From an optimization exercise on the open Yosys and OpenROAD flow, aimed at small area; shortcuts taken in it are not production practice. At most, simulation tests tie the RTL to the original design; equivalence was not proved. No activity file was given, so power comes from the tool's default toggle rates.

==> inputs of build 39 <==
Design sudoku_game, start of the top module:
module sudoku_game (
	input logic CLOCK_50,
	input logic resetn,
	input logic [8:0] keys_i,
	output logic [6:0] hex_row_o,
	output logic [6:0] hex_col_o,
	output logic [3:0] cell_digit_o,
	output logic cell_wrong_o,
	output logic solved_o
);
	logic wr;
	logic [3:0] dig;
	logic [8:0] lrow_hit, lcol_hit;
	logic [8:0][3:0] row_pick;
	logic [8:0] row_given;
	logic [3:0] sel_raw;
	cursor_control cursor_control_i (
		.CLOCK_50 (CLOCK_50),
		.resetn (resetn),
		.keys_i (keys_i),
		.solved_i (solved_o),
		.wr_o (wr),
		.dig_o (dig),
		.lrow_hit_o (lrow_hit),
		.lcol_hit_o (lcol_hit),
		.hex_row_o (hex_row_o),
		.hex_col_o (hex_col_o)
	);
	logic fresh_q;
	always_ff @(posedge CLOCK_50 or negedge resetn) begin
		if (!resetn)
			fresh_q <= 1'b1;
		else
			fresh_q <= 1'b0;
	end
	logic wr_en;
	logic [8:0] wrow_n, wcol_n;
	logic [3:0] wdata;
	assign wr_en = wr && (dig == 4'd0 || sel_raw == 4'd0);
	assign wrow_n = ~({9{fresh_q}} | ({9{wr_en}} & lrow_hit));
	assign wcol_n = ~({9{fresh_q}} | lcol_hit);
	assign wdata = fresh_q ? 4'd0 : dig;
	for (genvar r = 0; r < 9; r++) begin : g_row
		sudoku_row #(
			.ROW_INDEX (r)
		) row_i (
			.CLOCK_50 (CLOCK_50),
			.wrow_n_i (wrow_n[r]),
			.wcol_n_i (wcol_n),
			.wdata_i (wdata),
			.col_hit_i (lcol_hit),
			.pick_o (row_pick[r]),
			.given_o (row_given[r])
		);
	end
	board_status board_status_i (
		.CLOCK_50 (CLOCK_50),
		.resetn (resetn),
		.fresh_i (fresh_q),
		.row_pick_i (row_pick),
		.row_given_i (row_given),
		.wr_i (wr),
		.dig_i (dig),
		.row_hit_i (lrow_hit),
		.col_hit_i (lcol_hit),
		.sel_raw_o (sel_raw),
		.solved_o (solved_o),
		.cell_digit_o (cell_digit_o),
		.cell_wrong_o (cell_wrong_o)
	);
endmodule
==> module wrong_count, before the edit <==
module wrong_count (
	input logic CLOCK_50,
	input logic resetn,
	input logic fix_i,
	input logic unfix_i,
	output logic none_o
);
	localparam logic [5:0] WRONG_START = 6'b001100;
	localparam logic [5:0] WRONG_NONE = 6'b100000;
	logic [5:0] wrong_n;
	always_ff @(posedge CLOCK_50 or negedge resetn) begin
		if (!resetn) begin
			wrong_n <= WRONG_START;
		end else if (fix_i) begin
			wrong_n <= {wrong_n[4:0], wrong_n[5] ^ wrong_n[4]};
		end else if (unfix_i) begin
			wrong_n <= {wrong_n[0] ^ wrong_n[5], wrong_n[5:1]};
		end
	end
	assign none_o = (wrong_n == WRONG_NONE);
endmodule
==> module cursor_axis, before the edit <==
module cursor_axis (
	input logic CLOCK_50,
	input logic resetn,
	input logic move_i,
	input logic up_i,
	output logic [8:0] late_hit_o,
	output logic [6:0] hex_o
);
localparam int GRID_N = 9;
localparam int DIGIT_W = 4;
localparam int POS_W = 4;
localparam logic [POS_W-1:0] CURSOR_HOME = 4'd4;
localparam logic [GRID_N*GRID_N*DIGIT_W-1:0] PUZZLE = {
	36'h900020401,
	36'h005090020,
	36'h040100097,
	36'h500001000,
	36'h000000002,
	36'h400570309,
	36'h053002180,
	36'h000000000,
	36'h002800003
};
localparam logic [GRID_N*GRID_N*DIGIT_W-1:0] SOLUTION = {
	36'h987625431,
	36'h315497628,
	36'h246138597,
	36'h539281746,
	36'h671349852,
	36'h428576319,
	36'h753962184,
	36'h894713265,
	36'h162854973
};
localparam int K_UP = 8;
localparam int K_DOWN = 7;
localparam int K_LEFT = 6;
localparam int K_RIGHT = 5;
localparam int K_ERASE = 4;
function automatic logic [3:0] puzzle_at(input int r, input int c);
	puzzle_at = PUZZLE[(GRID_N*GRID_N-1-(r*GRID_N+c))*DIGIT_W +: DIGIT_W];
endfunction
function automatic logic [3:0] answer_at(input int r, input int c);
	answer_at = SOLUTION[(GRID_N*GRID_N-1-(r*GRID_N+c))*DIGIT_W +: DIGIT_W];
endfunction
	function automatic logic [6:0] seg7(input logic [3:0] v);
		logic b0, b1, b2;
		b0 = v[0];
		b1 = v[1];
		b2 = v[2];
		seg7[0] = (~b2 & ~b1 & b0) | (b2 & ~b1 & ~b0);
		seg7[1] = b2 & (b1 ^ b0);
		seg7[2] = ~b2 & b1 & ~b0;
		seg7[3] = (~b2 & ~b1 & b0) | (b2 & ~b1 & ~b0) | (b2 & b1 & b0);
		seg7[4] = b0 | (b2 & ~b1);
		seg7[5] = (~b2 & (b1 | b0)) | (b2 & b1 & b0);
		seg7[6] = (~v[3] & ~b2 & ~b1 & ~b0) | (~b2 & ~b1 & b0) | (b2 & b1 & b0);
	endfunction
	logic [3:0] pos_q, late_q;
	logic [3:0] p, np, d;
	logic up_n, mv_up, mv_dn, p3_n, nz, en_up, en_dn, en_dn_n, en;
	logic t1, t2, p10, p10_n, p210;
	assign p = pos_q;
	sg_inv u_np0 (p[0], np[0]);
	sg_inv u_np3 (p[3], p3_n);
	sg_inv u_upn (up_i, up_n);
	sg_and2 u_mvu (move_i, up_i, mv_up);
	sg_and2 u_mvd (move_i, up_n, mv_dn);
	sg_or4 u_nz (p[0], p[1], p[2], p[3], nz);
	sg_and2 u_enu (mv_up, p3_n, en_up);
	sg_and2 u_end (mv_dn, nz, en_dn);
	sg_inv u_endn (en_dn, en_dn_n);
	sg_or2 u_en (en_up, en_dn, en);
	sg_xor2 u_d0 (p[0], en, d[0]);
	sg_a22o u_t1 (en_up, p[0], en_dn, np[0], t1);
	sg_xor2 u_d1 (p[1], t1, d[1]);
	sg_and2 u_p10 (p[1], p[0], p10);
	sg_nor2 u_p10n (p[1], p[0], p10_n);
	sg_a22o u_t2 (en_up, p10, en_dn, p10_n, t2);
	sg_xor2 u_d2 (p[2], t2, d[2]);
	sg_and2 u_p210 (p[2], p10, p210);
	sg_a22o u_d3 (en_up, p210, p[3], en_dn_n, d[3]);
	always_ff @(posedge CLOCK_50 or negedge resetn) begin
		if (!resetn)
			pos_q <= CURSOR_HOME;
		else
			pos_q <= d;
	end
	always_ff @(posedge CLOCK_50) begin
		late_q <= pos_q;
	end
	assign hex_o = seg7(pos_q);
	always_comb begin
		late_hit_o[0] = (late_q == 4'd0);
		for (int i = 1; i < 8; i++)
			late_hit_o[i] = (late_q[2:0] == 3'(i));
		late_hit_o[8] = late_q[3];
	end
endmodule
==> module sg_and2, before the edit <==
module sg_and2 (
	input logic a,
	input logic b,
	output logic y
);
	assign y = a & b;
endmodule
==> module sg_or2, before the edit <==
module sg_or2 (
	input logic a,
	input logic b,
	output logic y
);
	assign y = a | b;
endmodule
==> module sg_or4, before the edit <==
module sg_or4 (
	input logic a,
	input logic b,
	input logic c,
	input logic d,
	output logic y
);
	assign y = a | b | c | d;
endmodule
==> module sg_xor2, before the edit <==
module sg_xor2 (
	input logic a,
	input logic b,
	output logic y
);
	assign y = a ^ b;
endmodule
==> module sg_a22o, before the edit <==
module sg_a22o (
	input logic a1,
	input logic a2,
	input logic b1,
	input logic b2,
	output logic y
);
	assign y = (a1 & a2) | (b1 & b2);
endmodule
Settings: LEC_CHECK=0, CAP_MARGIN=0, CORE_MARGIN=2, CORE_UTILIZATION=55, GPL_TIMING_DRIVEN=1, SLEW_MARGIN=0, SYNTH_HIERARCHICAL=1, SYNTH_MINIMUM_KEEP_SIZE=0; clock period 10.0 ns.
standard.sh (not shown) runs the stock make flow with config.mk's settings and CLKGATE_MAP_FILE= SYNTH_SCRIPT=/design/flow/synth_recipe.tcl, a recipe that flattens the netlist after the stock synthesis.
==> flow/flow/run.sh <==
#!/bin/bash
# Standard layout, with the smallest port buffers and a clock tree of
# small buffers in clusters of up to 8 flip-flops, without dummy loads.
set -e
export BUFFER_PORTS_ARGS="-buffer_cell sky130_fd_sc_hd__buf_1"
export CTS_ARGS="-sink_clustering_enable -repair_clock_nets -dont_use_dummy_load -buf_list sky130_fd_sc_hd__clkbuf_4 -sink_clustering_size 8 -sink_clustering_max_diameter 100"
bash standard.sh > standard.log 2>&1
==> inputs of trial 47, as changes to build 39 <==
--- a/flow/design.v
+++ b/flow/design.v
@@ -894,19 +894,26 @@
 	input logic unfix_i,
 	output logic none_o
 );
 	localparam logic [5:0] WRONG_START = 6'b001100;
 	localparam logic [5:0] WRONG_NONE = 6'b100000;
-	logic [5:0] wrong_n;
+	logic [5:0] wrong_n, fwd, bwd, d_n, d;
+	logic hold, x_fwd, x_bwd;
+	sg_xor2 u_xf (wrong_n[5], wrong_n[4], x_fwd);
+	sg_xor2 u_xb (wrong_n[0], wrong_n[5], x_bwd);
+	assign fwd = {wrong_n[4:0], x_fwd};
+	assign bwd = {x_bwd, wrong_n[5:1]};
+	sg_nor2 u_hold (fix_i, unfix_i, hold);
+	for (genvar i = 0; i < 6; i++) begin : g_d
+		sg_aoi222 u_aoi (fix_i, fwd[i], unfix_i, bwd[i], hold, wrong_n[i], d_n[i]);
+		sg_inv u_inv (d_n[i], d[i]);
+	end
 	always_ff @(posedge CLOCK_50 or negedge resetn) begin
-		if (!resetn) begin
+		if (!resetn)
 			wrong_n <= WRONG_START;
-		end else if (fix_i) begin
-			wrong_n <= {wrong_n[4:0], wrong_n[5] ^ wrong_n[4]};
-		end else if (unfix_i) begin
-			wrong_n <= {wrong_n[0] ^ wrong_n[5], wrong_n[5:1]};
-		end
+		else
+			wrong_n <= d;
 	end
 	assign none_o = (wrong_n == WRONG_NONE);
 endmodule
 `timescale 1ns/1ps
 module sudoku_game (
==> inputs of build 64, as changes to build 39 <==
--- a/flow/design.v
+++ b/flow/design.v
@@ -230,39 +230,29 @@
 		seg7[3] = (~b2 & ~b1 & b0) | (b2 & ~b1 & ~b0) | (b2 & b1 & b0);
 		seg7[4] = b0 | (b2 & ~b1);
 		seg7[5] = (~b2 & (b1 | b0)) | (b2 & b1 & b0);
 		seg7[6] = (~v[3] & ~b2 & ~b1 & ~b0) | (~b2 & ~b1 & b0) | (b2 & b1 & b0);
 	endfunction
+	function automatic logic [3:0] inc9(input logic [3:0] v);
+		inc9 = {v[2] & v[1] & v[0], v[2] ^ (v[1] & v[0]), v[1] ^ v[0], ~v[0]};
+	endfunction
+	function automatic logic [3:0] dec9(input logic [3:0] v);
+		dec9 = {1'b0, v[2] ^ (~v[1] & ~v[0]), v[1] ^ ~v[0], ~v[0]};
+	endfunction
 	logic [3:0] pos_q, late_q;
-	logic [3:0] p, np, d;
-	logic up_n, mv_up, mv_dn, p3_n, nz, en_up, en_dn, en_dn_n, en;
-	logic t1, t2, p10, p10_n, p210;
-	assign p = pos_q;
-	sg_inv u_np0 (p[0], np[0]);
-	sg_inv u_np3 (p[3], p3_n);
-	sg_inv u_upn (up_i, up_n);
-	sg_and2 u_mvu (move_i, up_i, mv_up);
-	sg_and2 u_mvd (move_i, up_n, mv_dn);
-	sg_or4 u_nz (p[0], p[1], p[2], p[3], nz);
-	sg_and2 u_enu (mv_up, p3_n, en_up);
-	sg_and2 u_end (mv_dn, nz, en_dn);
-	sg_inv u_endn (en_dn, en_dn_n);
-	sg_or2 u_en (en_up, en_dn, en);
-	sg_xor2 u_d0 (p[0], en, d[0]);
-	sg_a22o u_t1 (en_up, p[0], en_dn, np[0], t1);
-	sg_xor2 u_d1 (p[1], t1, d[1]);
-	sg_and2 u_p10 (p[1], p[0], p10);
-	sg_nor2 u_p10n (p[1], p[0], p10_n);
-	sg_a22o u_t2 (en_up, p10, en_dn, p10_n, t2);
-	sg_xor2 u_d2 (p[2], t2, d[2]);
-	sg_and2 u_p210 (p[2], p10, p210);
-	sg_a22o u_d3 (en_up, p210, p[3], en_dn_n, d[3]);
 	always_ff @(posedge CLOCK_50 or negedge resetn) begin
 		if (!resetn)
 			pos_q <= CURSOR_HOME;
-		else
-			pos_q <= d;
+		else if (move_i) begin
+			if (up_i) begin
+				if (!pos_q[3])
+					pos_q <= inc9(pos_q);
+			end else begin
+				if (pos_q != 4'd0)
+					pos_q <= dec9(pos_q);
+			end
+		end
 	end
 	always_ff @(posedge CLOCK_50) begin
 		late_q <= pos_q;
 	end
 	assign hex_o = seg7(pos_q);
@@ -271,60 +261,21 @@
 		for (int i = 1; i < 8; i++)
 			late_hit_o[i] = (late_q[2:0] == 3'(i));
 		late_hit_o[8] = late_q[3];
 	end
 endmodule
-module sg_and2 (
-	input logic a,
-	input logic b,
-	output logic y
-);
-	assign y = a & b;
-endmodule
-module sg_or2 (
-	input logic a,
-	input logic b,
-	output logic y
-);
-	assign y = a | b;
-endmodule
-module sg_or4 (
-	input logic a,
-	input logic b,
-	input logic c,
-	input logic d,
-	output logic y
-);
-	assign y = a | b | c | d;
-endmodule
-module sg_xor2 (
-	input logic a,
-	input logic b,
-	output logic y
-);
-	assign y = a ^ b;
-endmodule
-module sg_a22o (
-	input logic a1,
-	input logic a2,
-	input logic b1,
-	input logic b2,
-	output logic y
-);
-	assign y = (a1 & a2) | (b1 & b2);
-endmodule
 `timescale 1ns/1ps
 module sudoku_row #(
 	parameter int ROW_INDEX = 0
 ) (
 	input logic CLOCK_50,
 	input logic wrow_n_i,           
 	input logic [8:0] wcol_n_i,     
 	input logic [3:0] wdata_i,
 	input logic [8:0] col_hit_i,    
 	output logic [3:0] pick_o,      
-	output logic given_o            
+	output logic open_o             
 );
 localparam int GRID_N = 9;
 localparam int DIGIT_W = 4;
 localparam int POS_W = 4;
 localparam logic [POS_W-1:0] CURSOR_HOME = 4'd4;
@@ -360,26 +311,26 @@
 endfunction
 function automatic logic [3:0] answer_at(input int r, input int c);
 	answer_at = SOLUTION[(GRID_N*GRID_N-1-(r*GRID_N+c))*DIGIT_W +: DIGIT_W];
 endfunction
 	logic [GRID_N-1:0][3:0] cells;
-	logic [GRID_N-1:0] given_col;
+	logic [GRID_N-1:0] open_col;
 	for (genvar c = 0; c < GRID_N; c++) begin : g_c
 		if (puzzle_at(ROW_INDEX, c) != 4'd0) begin : g_given
 			assign cells[c] = puzzle_at(ROW_INDEX, c);
-			assign given_col[c] = 1'b1;
+			assign open_col[c] = 1'b0;
 		end else begin : g_open
 			logic [3:0] q;
 			always_ff @(posedge CLOCK_50) begin
 				if (!(wrow_n_i | wcol_n_i[c]))
 					q <= wdata_i;
 			end
 			assign cells[c] = q;
-			assign given_col[c] = 1'b0;
+			assign open_col[c] = 1'b1;
 		end
 	end
-	assign given_o = |(given_col & col_hit_i);
+	assign open_o = |(open_col & col_hit_i);
 	if (ROW_INDEX == 0) begin : g_pick   
 		logic g0_0;
 		sg_aoi222 u_g0_0 (cells[1][0], col_hit_i[1], cells[2][0], col_hit_i[2], cells[3][0], col_hit_i[3], g0_0);
 		logic g0_1;
 		sg_nand2 u_g0_1 (cells[5][0], col_hit_i[5], g0_1);
@@ -682,18 +633,10 @@
 	input logic d,
 	output logic y
 );
 	assign y = ~(a & b & c & d);
 endmodule
-module sg_and3 (
-	input logic a,
-	input logic b,
-	input logic c,
-	output logic y
-);
-	assign y = a & b & c;
-endmodule
 module sg_nor2 (
 	input logic a,
 	input logic b,
 	output logic y
 );
@@ -709,11 +652,11 @@
 module board_status (
 	input logic CLOCK_50,
 	input logic resetn,
 	input logic fresh_i,
 	input logic [8:0][3:0] row_pick_i,
-	input logic [8:0] row_given_i,
+	input logic [8:0] row_open_i,
 	input logic [8:0] row_hit_i,
 	input logic [8:0] col_hit_i,
 	input logic wr_i,
 	input logic [3:0] dig_i,
 	output logic [3:0] sel_raw_o,
@@ -771,22 +714,21 @@
 		logic y;
 		for (genvar r = 0; r < GRID_N; r++) begin : g_v
 			if (b < 4) begin : g_digit
 				assign v[r] = row_pick_i[r][b];
 			end else begin : g_open
-				assign v[r] = row_given_i[r];
+				assign v[r] = row_open_i[r];
 			end
 		end
 		for (genvar i = 0; i < 3; i++) begin : g_aoi
 			sg_aoi222 u_aoi (v[3*i], row_hit_i[3*i], v[3*i+1], row_hit_i[3*i+1],
 				v[3*i+2], row_hit_i[3*i+2], g[i]);
 		end
+		sg_nand3 u_nand (g[0], g[1], g[2], y);
 		if (b < 4) begin : g_digit_out
-			sg_nand3 u_nand (g[0], g[1], g[2], y);
 			assign sel_raw_o[b] = y;
 		end else begin : g_open_out
-			sg_and3 u_and (g[0], g[1], g[2], y);
 			assign open_cell = y;
 		end
 	end
 	assign sel = fresh_i ? 4'd0 : sel_raw_o;
 	logic fix, unfix, none_wrong;
@@ -921,11 +863,11 @@
 );
 	logic wr;
 	logic [3:0] dig;
 	logic [8:0] lrow_hit, lcol_hit;
 	logic [8:0][3:0] row_pick;
-	logic [8:0] row_given;
+	logic [8:0] row_open;
 	logic [3:0] sel_raw;
 	cursor_control cursor_control_i (
 		.CLOCK_50 (CLOCK_50),
 		.resetn (resetn),
 		.keys_i (keys_i),
@@ -959,19 +901,19 @@
 			.wrow_n_i (wrow_n[r]),
 			.wcol_n_i (wcol_n),
 			.wdata_i (wdata),
 			.col_hit_i (lcol_hit),
 			.pick_o (row_pick[r]),
-			.given_o (row_given[r])
+			.open_o (row_open[r])
 		);
 	end
 	board_status board_status_i (
 		.CLOCK_50 (CLOCK_50),
 		.resetn (resetn),
 		.fresh_i (fresh_q),
 		.row_pick_i (row_pick),
-		.row_given_i (row_given),
+		.row_open_i (row_open),
 		.wr_i (wr),
 		.dig_i (dig),
 		.row_hit_i (lrow_hit),
 		.col_hit_i (lcol_hit),
 		.sel_raw_o (sel_raw),
GPL_TIMING_DRIVEN = 0   (was 1)
==> inputs of trial 17, as changes to build 39 <==
--- a/flow/design.v
+++ b/flow/design.v
@@ -230,39 +230,29 @@
 		seg7[3] = (~b2 & ~b1 & b0) | (b2 & ~b1 & ~b0) | (b2 & b1 & b0);
 		seg7[4] = b0 | (b2 & ~b1);
 		seg7[5] = (~b2 & (b1 | b0)) | (b2 & b1 & b0);
 		seg7[6] = (~v[3] & ~b2 & ~b1 & ~b0) | (~b2 & ~b1 & b0) | (b2 & b1 & b0);
 	endfunction
+	function automatic logic [3:0] inc9(input logic [3:0] v);
+		inc9 = {v[2] & v[1] & v[0], v[2] ^ (v[1] & v[0]), v[1] ^ v[0], ~v[0]};
+	endfunction
+	function automatic logic [3:0] dec9(input logic [3:0] v);
+		dec9 = {1'b0, v[2] ^ (~v[1] & ~v[0]), v[1] ^ ~v[0], ~v[0]};
+	endfunction
 	logic [3:0] pos_q, late_q;
-	logic [3:0] p, np, d;
-	logic up_n, mv_up, mv_dn, p3_n, nz, en_up, en_dn, en_dn_n, en;
-	logic t1, t2, p10, p10_n, p210;
-	assign p = pos_q;
-	sg_inv u_np0 (p[0], np[0]);
-	sg_inv u_np3 (p[3], p3_n);
-	sg_inv u_upn (up_i, up_n);
-	sg_and2 u_mvu (move_i, up_i, mv_up);
-	sg_and2 u_mvd (move_i, up_n, mv_dn);
-	sg_or4 u_nz (p[0], p[1], p[2], p[3], nz);
-	sg_and2 u_enu (mv_up, p3_n, en_up);
-	sg_and2 u_end (mv_dn, nz, en_dn);
-	sg_inv u_endn (en_dn, en_dn_n);
-	sg_or2 u_en (en_up, en_dn, en);
-	sg_xor2 u_d0 (p[0], en, d[0]);
-	sg_a22o u_t1 (en_up, p[0], en_dn, np[0], t1);
-	sg_xor2 u_d1 (p[1], t1, d[1]);
-	sg_and2 u_p10 (p[1], p[0], p10);
-	sg_nor2 u_p10n (p[1], p[0], p10_n);
-	sg_a22o u_t2 (en_up, p10, en_dn, p10_n, t2);
-	sg_xor2 u_d2 (p[2], t2, d[2]);
-	sg_and2 u_p210 (p[2], p10, p210);
-	sg_a22o u_d3 (en_up, p210, p[3], en_dn_n, d[3]);
 	always_ff @(posedge CLOCK_50 or negedge resetn) begin
 		if (!resetn)
 			pos_q <= CURSOR_HOME;
-		else
-			pos_q <= d;
+		else if (move_i) begin
+			if (up_i) begin
+				if (!pos_q[3])
+					pos_q <= inc9(pos_q);
+			end else begin
+				if (pos_q != 4'd0)
+					pos_q <= dec9(pos_q);
+			end
+		end
 	end
 	always_ff @(posedge CLOCK_50) begin
 		late_q <= pos_q;
 	end
 	assign hex_o = seg7(pos_q);
@@ -271,49 +261,10 @@
 		for (int i = 1; i < 8; i++)
 			late_hit_o[i] = (late_q[2:0] == 3'(i));
 		late_hit_o[8] = late_q[3];
 	end
 endmodule
-module sg_and2 (
-	input logic a,
-	input logic b,
-	output logic y
-);
-	assign y = a & b;
-endmodule
-module sg_or2 (
-	input logic a,
-	input logic b,
-	output logic y
-);
-	assign y = a | b;
-endmodule
-module sg_or4 (
-	input logic a,
-	input logic b,
-	input logic c,
-	input logic d,
-	output logic y
-);
-	assign y = a | b | c | d;
-endmodule
-module sg_xor2 (
-	input logic a,
-	input logic b,
-	output logic y
-);
-	assign y = a ^ b;
-endmodule
-module sg_a22o (
-	input logic a1,
-	input logic a2,
-	input logic b1,
-	input logic b2,
-	output logic y
-);
-	assign y = (a1 & a2) | (b1 & b2);
-endmodule
 `timescale 1ns/1ps
 module sudoku_row #(
 	parameter int ROW_INDEX = 0
 ) (
 	input logic CLOCK_50,
==> qor summary <==
	build 39	build 64	trial 17	trial 47
Outcome	timing/DRC/antenna clean	timing/DRC/antenna clean	timing/DRC/antenna clean	timing/DRC/antenna clean
Vias in the first global route	6871	7090	6809	6966
Source-to-sink clock delay at the later pin of the worst-skew pair	0.63 ns	0.65 ns	0.65 ns	0.63 ns
Maximum cell stage delay along the critical path	0.51 ns	0.51 ns	0.67 ns	0.51 ns
Sum of internal, switching and leakage power	1.82 mW	1.85 mW	1.89 mW	1.82 mW
Post-Synthesis Net Count	756	780	770	748
Die boundary height	143 um	144 um	144 um	143 um
Routed wire length on met3	2.23 mm	2.21 mm	2.38 mm	2.44 mm
Fraction of layout instances using a drive strength above 1	10.2%	12.1%	10.3%	10.5%
Setup slack after placement	5.70 ns	5.58 ns	5.59 ns	5.60 ns
Synth Area per Inst	14.4 sq um	14.1 sq um	14.3 sq um	14.5 sq um
Fmax	0.228 GHz	0.224 GHz	0.223 GHz	0.223 GHz
CP max-delay cell	a222oi_1	nor2_1	a211oi_2	a222oi_1
Function not checked in build 39 and build 64: the RTL went through the layout flow alone.

## separate check: timing with driven ports
In the flow no input, the clock included, has a driving cell. The finished layouts below were timed again as built, in two steps. Step 1 sets driving cells, clkbuf_16 on the clock port and buf_2 on the other inputs (assumed; they add their load-dependent delay and slew). Step 2 adds t to the input delays and takes it off the output delays; t is the mean of the earliest and latest rising clock arrival at the registers after step 1. Input paths then give back, and output paths get back, about the clock's delay inside the block. Slacks: no drivers / after step 1 / after step 2; pairs: no drivers / after step 1.
run | t, ns | slack for setup (ns) | worst slew at a driven data input, ns
build 39 | 0.644 | 5.619 / 5.619 / 5.619 | 0.04
trial 47 | 0.637 | 5.506 / 5.506 / 5.506 | 0.04
build 64 | 0.664 | 5.543 / 5.543 / 5.543 | 0.03
trial 17 | 0.667 | 5.512 / 5.512 / 5.512 | 0.04
After both steps every run listed still meets setup and hold.
